From an optimization exercise on the open Yosys and OpenROAD flow, aimed at small area and a short achievable clock period; shortcuts taken in it are not production practice.
Where RTL was checked, it was by simulation tests only, not by an equivalence proof against the original.

==> flow/design.v (excerpt) <==
module mode_switch_pipe #(
    parameter int WIDTH    = 12,
    parameter int LANES    = 4,
    parameter int Q        = 3329,
    parameter int MULT_LAT = 3
) (
    input  logic                   clk,
    input  logic                   rst_n,
    input  logic                   in_valid,
    output logic                   in_ready,
    input  logic [LANES*WIDTH-1:0] in_data,
    input  logic [LANES*WIDTH-1:0] in_tw,
    input  logic                   bf_valid,
    input  logic [LANES*WIDTH-1:0] bf_data,
    input  logic [LANES*WIDTH-1:0] bf_tw,
    output logic                   fwd_valid,
    output logic [LANES*WIDTH-1:0] fwd_data,
    output logic                   ret_valid,
    output logic [LANES*WIDTH-1:0] ret_data,
    input  logic                   mode_req,
    input  logic                   mode_in,
    output logic                   mode,
    output logic                   mode_ack
);
    localparam int DW = LANES * WIDTH;
    logic [2:0] fwd_vld;
    logic [2:0] ret_vld;
    logic       mode_r;
    logic       mode_c;     
    logic       mode_2;     
    logic       pending;
    logic       pending_mode;
    logic       ready_r;    
    logic       ack_r;
    logic [DW-1:0]       mul_na0, mul_nb0, byp0, byp1, fwd2, ret2, res;
    logic [LANES*24-1:0] prod, prod1;
    wire accept  = in_valid && !pending;
    wire drained = !(|fwd_vld) && !(|ret_vld) && !bf_valid;
    always_ff @(posedge clk or negedge rst_n) begin
        if (!rst_n) begin
            fwd_vld <= '0;
            ret_vld <= '0;
        end else begin
            fwd_vld <= {fwd_vld[1:0], accept};
            ret_vld <= {ret_vld[1:0], bf_valid};
        end
    end
    for (genvar i = 0; i < LANES; i++) begin : g_lane
        msp_mul12 u_mul (.na(mul_na0[i*WIDTH +: WIDTH]), .nb(mul_nb0[i*WIDTH +: WIDTH]), .p(prod[i*24 +: 24]));
        msp_red   u_red (.p(prod1[i*24 +: 24]), .r(res[i*WIDTH +: WIDTH]));
    end
    always_ff @(posedge clk) begin
        mul_na0 <= ~(mode_c ? bf_data : in_data);    
  ...
==> module msp_red, before the edit <==
module msp_red (input logic [23:0] p, output logic [11:0] r);
    logic rc_1;
    logic rc_2;
    logic rc_3;
    logic rc_4;
    logic rc_5;
    logic rc_6;
    logic rc_7;
    logic rc_8;
    logic rc_9;
    logic rc_10;
    logic rc_11;
    logic rc_12;
    logic rc_13;
    logic rc_14;
    logic rc_15;
    logic rc_16;
    logic rc_17;
    logic rc_18;
    logic rc_19;
    logic rc_20;
    logic rc_21;
    logic rc_22;
    logic rc_23;
    logic rc_24;
    logic rc_25;
    logic rc_26;
    logic rc_27;
    logic rc_28;
    logic rc_29;
    logic rc_30;
    logic rc_31;
    logic rc_32;
    logic rc_33;
    logic rc_34;
    logic rc_35;
    logic rc_36;
    logic rc_37;
    logic rc_38;
    logic rc_39;
    logic rc_40;
    logic rc_41;
    logic rc_42;
    logic rc_43;
    logic rc_44;
    logic rc_45;
    logic rc_46;
    logic rc_47;
    logic rc_48;
    logic rc_49;
    logic rc_50;
    logic rc_51;
    logic rc_52;
    logic rc_53;
    logic rc_54;
    logic rc_55;
    logic rc_56;
    logic rc_57;
    logic rc_58;
    logic rc_59;
    logic rc_60;
    logic rc_61;
    logic rc_62;
    logic rc_63;
    logic rc_64;
    logic rc_65;
    logic rc_66;
    logic rc_67;
    logic rc_68;
    logic rc_69;
    logic rc_70;
    logic rc_71;
    logic rc_72;
    logic rc_73;
    logic rc_74;
    assign {rc_2, rc_1} = {p[0]} + {~p[12]} + {~p[14]};
    assign {rc_4, rc_3} = {p[1]} + {~p[13]} + {~p[15]};
    assign {rc_6, rc_5} = {p[2]} + {~p[14]} + {~p[16]};
    assign {rc_8, rc_7} = {p[20]} + {p[22]};
    assign {rc_10, rc_9} = {p[3]} + {~p[15]} + {~p[17]};
    assign {rc_12, rc_11} = {p[21]} + {p[23]};
    assign {rc_14, rc_13} = {p[4]} + {~p[16]} + {~p[18]};
    assign {rc_16, rc_15} = {p[5]} + {~p[17]};
    assign {rc_18, rc_17} = {p[8]} + {~p[12]};
    assign {rc_20, rc_19} = {p[9]} + {~p[13]} + {~p[15]};
    assign {rc_22, rc_21} = {p[10]} + {p[12]} + {~p[16]};
    assign {rc_24, rc_23} = {p[11]} + {p[13]};
    assign {rc_26, rc_25} = {rc_1} + {p[18]};
    assign {rc_28, rc_27} = {rc_2} + {rc_3} + {p[19]};
    assign {rc_30, rc_29} = {rc_4} + {rc_5} + {rc_7};
    assign {rc_32, rc_31} = {rc_6} + {rc_8} + {rc_9};
    assign {rc_34, rc_33} = {rc_10} + {rc_12} + {rc_13};
    assign {rc_36, rc_35} = {rc_14} + {rc_15} + {~p[19]};
    assign {rc_38, rc_37} = {rc_16} + {p[6]} + {~p[18]};
    assign {rc_40, rc_39} = {p[7]} + {~p[19]};
    assign {rc_42, rc_41} = {rc_17} + {~p[14]} + {p[18]};
    assign {rc_44, rc_43} = {rc_18} + {rc_19} + {p[19]};
    assign {rc_46, rc_45} = {rc_20} + {rc_21} + {~p[18]};
    assign {rc_48, rc_47} = {rc_22} + {rc_23} + {~p[17]};
    assign {rc_50, rc_49} = {rc_25} + {p[20]};
    assign {rc_52, rc_51} = {rc_26} + {rc_27} + {p[21]};
    assign {rc_54, rc_53} = {rc_28} + {rc_29} + {1'b1};
    assign {rc_56, rc_55} = {rc_30} + {rc_31} + {rc_11};
    assign {rc_58, rc_57} = {rc_32} + {rc_33} + {p[22]};
    assign {rc_60, rc_59} = {rc_34} + {rc_35} + {p[23]};
    assign {rc_62, rc_61} = {rc_36} + {rc_37} + {~p[20]};
    assign {rc_64, rc_63} = {rc_38} + {rc_39} + {~p[21]};
    assign {rc_66, rc_65} = {rc_40} + {rc_41} + {~p[22]};
    assign {rc_68, rc_67} = {rc_42} + {rc_43} + {~p[23]};
    assign {rc_70, rc_69} = {rc_44} + {rc_45} + {1'b1};
    assign {rc_72, rc_71} = {rc_46} + {rc_47} + {~p[19]};
    assign {rc_74, rc_73} = {rc_48} + {rc_24};
    logic [13:0] ra, rb;
    logic [3:0]  t;
    logic [12:0] c0, r0;
    logic [13:0] c1, r1;
    assign ra = {rc_74, rc_72, rc_70, rc_68, rc_66, rc_64, rc_62, rc_60, rc_58, rc_56, rc_54, rc_52, rc_50, rc_49};
    assign rb = {1'b0, rc_73, rc_71, rc_69, rc_67, rc_65, rc_63, rc_61, rc_59, rc_57, rc_55, rc_53, rc_51, 1'b1};
    assign t  = ra[13:10] + rb[13:10];
    always_comb begin
        case (t)
            4'd0: begin c0 = 13'd0; c1 = 14'd13055; end
            4'd1: begin c0 = 13'd0; c1 = 14'd13055; end
            4'd2: begin c0 = 13'd0; c1 = 14'd13055; end
            4'd3: begin c0 = 13'd0; c1 = 14'd13055; end
            4'd4: begin c0 = 13'd0; c1 = 14'd13055; end
            4'd5: begin c0 = 13'd4863; c1 = 14'd9726; end
            4'd6: begin c0 = 13'd4863; c1 = 14'd9726; end
            4'd7: begin c0 = 13'd4863; c1 = 14'd9726; end
            4'd8: begin c0 = 13'd1534; c1 = 14'd6397; end
            4'd9: begin c0 = 13'd1534; c1 = 14'd6397; end
            4'd10: begin c0 = 13'd1534; c1 = 14'd6397; end
            4'd11: begin c0 = 13'd1534; c1 = 14'd6397; end
            4'd12: begin c0 = 13'd6397; c1 = 14'd3068; end
            4'd13: begin c0 = 13'd6397; c1 = 14'd3068; end
            4'd14: begin c0 = 13'd6397; c1 = 14'd3068; end
            4'd15: begin c0 = 13'd6397; c1 = 14'd3068; end
            default: begin c0 = 13'd0; c1 = 14'd0; end
        endcase
    end
    assign r0 = ra[12:0] + rb[12:0] + c0;
    assign r1 = {1'b0, r0} - 14'd3329;
    assign r  = r1[13] ? r0[11:0] : r1[11:0];
endmodule
Settings: LEC_CHECK=0, CAP_MARGIN=20, CORE_MARGIN=2, CORE_UTILIZATION=65, CTS_CLUSTER_DIAMETER=150, CTS_CLUSTER_SIZE=20, SLEW_MARGIN=20; clock period 25.0 ns.
standard.sh (not shown) runs the stock make flow with config.mk's settings and CLKGATE_MAP_FILE= SYNTH_SCRIPT=/design/flow/synth_recipe.tcl, a recipe that flattens the netlist after the stock synthesis.
==> flow/flow/run.sh <==
#!/bin/bash
# Standard ORFS layout (the standard.sh, standard synthesis) with small port buffers, and
# setup repair aimed well below the 25 ns clock so the resizer works on the real critical paths.
set -euo pipefail
export BUFFER_PORTS_ARGS="-buffer_cell sky130_fd_sc_hd__buf_1"
export SETUP_SLACK_MARGIN=18.8
export CTS_ARGS="-sink_clustering_enable -repair_clock_nets -sink_clustering_size 20 -sink_clustering_max_diameter 150 -dont_use_dummy_load"
bash standard.sh > flow_standard.log 2>&1
The starting point passed the timing, DRC and antenna checks.
==> next run, changes <==
--- a/flow/design.v
+++ b/flow/design.v
@@ -827,7 +827,7 @@
             default: begin c0 = 13'd0; c1 = 14'd0; end
         endcase
     end
     assign r0 = ra[12:0] + rb[12:0] + c0;
-    assign r1 = {1'b0, r0} - 14'd3329;
+    assign r1 = ra + rb + c1;
     assign r  = r1[13] ? r0[11:0] : r1[11:0];
 endmodule
- cell area is about the same
- core utilization decreases by 3.4 points
- critical path depth went down by 22
- count of clock-buffer cells in the layout stays the same
- worst setup slack improved by 120 ps
- via count decreases by 2.2%
- global-route usage shrinks by 2.0 points
Function not checked in the first run of this note: the RTL went through the layout flow alone.

-- static timing again, ports no longer ideal --
The results above use ideal ports. As a check the final layouts listed here were re-extracted and re-timed, cells and wires unchanged.
Step 1 sets driving cells, clkbuf_16 on the clock port and buf_2 on the other inputs (assumed; they add their load-dependent delay and slew).
Step 2 also shifts input and output timing later by t, the mid clock arrival at the registers, as if the neighbouring blocks saw the same clock.
a / b / c = ideal ports / drivers / drivers and shift; a / b = the first two.
run	t (ns)	setup slack, ns	worst slew at a driven data input, ns
the first run	0.621	18.663 / 18.663 / 18.663	0.06
the second run	0.619	18.787 / 18.724 / 18.975	0.07
After both steps setup and hold are still met in every run listed.
